Background: an optimization exercise with open tools, aiming at small area, a short achievable clock period and few clock cycles. Do not read the settings as production practice.
The RTL was checked by simulation tests, not by an equivalence proof against the original design.
Power and IR drop assume default switching activity.

== job 9074 ==
==> flow/design.v (excerpt) <==
module kiss_frame_receiver_core #(
   parameter  int BUF_DEPTH = kfr_pkg::BUF_DEPTH_DEFAULT,
   localparam int AW        = $clog2(BUF_DEPTH)
) (
   input  logic                        clock,
   input  logic                        reset,
   input  logic                        req_valid,
   output logic                        req_ready,
   input  logic [kfr_pkg::CMD_W-1:0]   req_command,
   input  logic [kfr_pkg::BYTE_W-1:0]  req_rx_byte,
   input  logic [kfr_pkg::INDEX_W-1:0] req_read_index,
   output logic                        rsp_valid,
   input  logic                        rsp_ready,
   output logic                        rsp_frame_ready,
   output logic [kfr_pkg::LEN_W-1:0]   rsp_frame_length,
   output logic [kfr_pkg::BYTE_W-1:0]  rsp_read_data,
   output logic [kfr_pkg::EV_W-1:0]    rsp_event_res
);
Settings: LEC_CHECK=0, CAP_MARGIN=20, CORE_MARGIN=2, CORE_UTILIZATION=65, CTS_CLUSTER_DIAMETER=60, CTS_CLUSTER_SIZE=24, PLACE_DENSITY=0.75, SLEW_MARGIN=20; clock period 8.5 ns.
standard.sh (not shown) runs the stock make flow with config.mk's settings and CLKGATE_MAP_FILE= SYNTH_SCRIPT=/design/flow/synth_recipe.tcl, a recipe that flattens the netlist after the stock synthesis.
==> flow/flow/run.sh <==
#!/bin/bash
set -euo pipefail
bash standard.sh SETUP_SLACK_MARGIN=5.5 finish > flow_make.log 2>&1
Testbench counts of job 9074, summed over its fixed seeds: cycles 36,233.
Input-level comparison between job 2874 and job 9074:
# job 9074
export LEC_CHECK = 0
export CAP_MARGIN = 20
export CORE_MARGIN = 2
export CORE_UTILIZATION = 65
export CTS_CLUSTER_DIAMETER = 60
export CTS_CLUSTER_SIZE = 24
export PLACE_DENSITY = 0.75
export SLEW_MARGIN = 20
create_clock -name core_clock -period 8.5 [get_ports {clock}]
# job 2874
export LEC_CHECK = 0
export CAP_MARGIN = 20
export CORE_MARGIN = 2
export CORE_UTILIZATION = 65
export CTS_CLUSTER_DIAMETER = 60
export CTS_CLUSTER_SIZE = 24
export SLEW_MARGIN = 20
create_clock -name core_clock -period 8.5 [get_ports {clock}]
==> flow/flow/run.sh <==
#!/bin/bash
set -euo pipefail
bash standard.sh SETUP_SLACK_MARGIN=5.8 finish > flow_make.log 2>&1
Notes after the runs:
Job 2874 vs job 9074: final critical-path setup slack up. Job 2874: clock period minus final worst setup slack 0.029 ns below job 9074. Compared with job 9074, the detailed router inserted more vias in job 2874. Higher first-pass GRT wire length goes to job 2874 over job 9074. Diff job 9074 and job 2874: total power lower in job 9074. Compared to job 9074, job 2874 reaches a higher achievable clock. Job 2874 vs. job 9074: post-route met1 wirelength grew by 3.6%, cell depth of the worst flop-to-flop path grew by 5. Against job 9074 as the reference, job 2874 delivers a higher proportion of power drawn by combinational gates. On proportion of cell area occupied by multi-input gates: job 2874 sits above job 9074.
The inputs of job 831 differ from those of job 2874 as listed below.
==> flow/flow/run.sh <==
#!/bin/bash
set -euo pipefail
bash standard.sh SETUP_SLACK_MARGIN=5.5 finish > flow_make.log 2>&1
--- outcome ---
Job 2874 and job 831 ended up with nearly the same clock share of power.
Between job 2874 and job 831, the flip-flop and latch area does not differ in any meaningful way.
Summary of job 831 over job 2874: worst hold slack higher; number of vias per cell after detailed routing lower.
Compare job 2874 and job 831 | layout cell share with drive strength beyond 1 higher: job 2874

kiss_frame_receiver_core, a different RTL version from the one above (not shown whole).
Size in the first run: about 12000 cells after synthesis, roughly 9000 flip-flops, ~45 I/O pins.
Design kiss_frame_receiver_core, start of the top module:
module kiss_frame_receiver_core #(
   parameter  int BUF_DEPTH = kfr_pkg::BUF_DEPTH_DEFAULT,
   localparam int AW        = $clog2(BUF_DEPTH)
) (
   input  logic                        clock,
   input  logic                        reset,
   input  logic                        req_valid,
   output logic                        req_ready,
   input  logic [kfr_pkg::CMD_W-1:0]   req_command,
   input  logic [kfr_pkg::BYTE_W-1:0]  req_rx_byte,
   input  logic [kfr_pkg::INDEX_W-1:0] req_read_index,
   output logic                        rsp_valid,
   input  logic                        rsp_ready,
   output logic                        rsp_frame_ready,
   output logic [kfr_pkg::LEN_W-1:0]   rsp_frame_length,
   output logic [kfr_pkg::BYTE_W-1:0]  rsp_read_data,
   output logic [kfr_pkg::EV_W-1:0]    rsp_event_res
);
==> flow/config.mk <==
export PLATFORM = sky130hd
export DESIGN_NAME = kiss_frame_receiver_core
export DESIGN_NICKNAME = kiss_frame_receiver_core
export VERILOG_FILES = /design/flow/design.v
export SDC_FILE = /design/flow/constraint.sdc
export NUM_CORES = 8
export LEC_CHECK = 0
export CAP_MARGIN = 20
export CORE_MARGIN = 2
export CORE_UTILIZATION = 65
export CTS_CLUSTER_DIAMETER = 60
export CTS_CLUSTER_SIZE = 24
export SLEW_MARGIN = 20
==> flow/constraint.sdc <==
create_clock -name core_clock -period 8.5 [get_ports {clock}]
set_input_delay 1.7000 -clock core_clock [delete_from_list [all_inputs] [get_ports {clock}]]
set_output_delay 1.7000 -clock core_clock [all_outputs]
set_load 0.01 [all_outputs]
==> flow/flow/run.sh <==
#!/bin/bash
set -euo pipefail
bash standard.sh SETUP_SLACK_MARGIN=5.6 finish > flow_make.log 2>&1
The first run finished clean.
Testbench counts at the start, summed over its fixed seeds: cycles 36,233.
Edit:
==> flow/flow/run.sh (replaced) <==
#!/bin/bash
set -euo pipefail
bash standard.sh SETUP_SLACK_MARGIN=5.3 finish > flow_make.log 2>&1
=> The new run passed the timing, design-rule and antenna checks. Setup slack is worse by 20 ps. Synthesized area is unchanged. Clock skew increases by 16 ps. Clock power is about the same. Routed wire length came out lower by a few percent. First-iteration DRC count is higher slightly. Global-route usage decreases by 0.68 points. Utilization fell by 1.3 points.

[static timing again, ports no longer ideal]
No port has a modelled driver above. Below, the same layouts with a new extraction and two added sets of constraints. Step 1, drivers: a clkbuf_16 drives clock and a buf_2 each remaining input, both assumed. Step 2 also shifts input and output timing later by t, the mid clock arrival at the registers, as if the neighbouring blocks saw the same clock. a / b / c = no drivers / after step 1 / after step 2; a / b = the first two.
run	shift t [ns]	slack for setup (ns)	slew at the worst register clock pin (ns)	worst data-port slew with drivers (ns)	pins driven straight from the clock port
job 9074	1.072	5.308 / 5.199 / 4.515	0.10 / 0.10	0.11	1
job 2874	1.088	5.337 / 5.230 / 4.673	0.10 / 0.10	0.13	1
job 831	1.071	5.320 / 5.214 / 4.533	0.10 / 0.10	0.04	1
the first run of note 2	1.062	5.260 / 5.231 / 4.503	0.11 / 0.11	0.07	1
the second run of note 2	1.050	5.240 / 5.240 / 4.287	0.10 / 0.10	0.05	1
After both steps setup and hold are still met in every run listed. For the second run of note 2, which loses most, drivers alone change the setup slack by 0.000 ns; drivers and shift together by -0.953 ns.
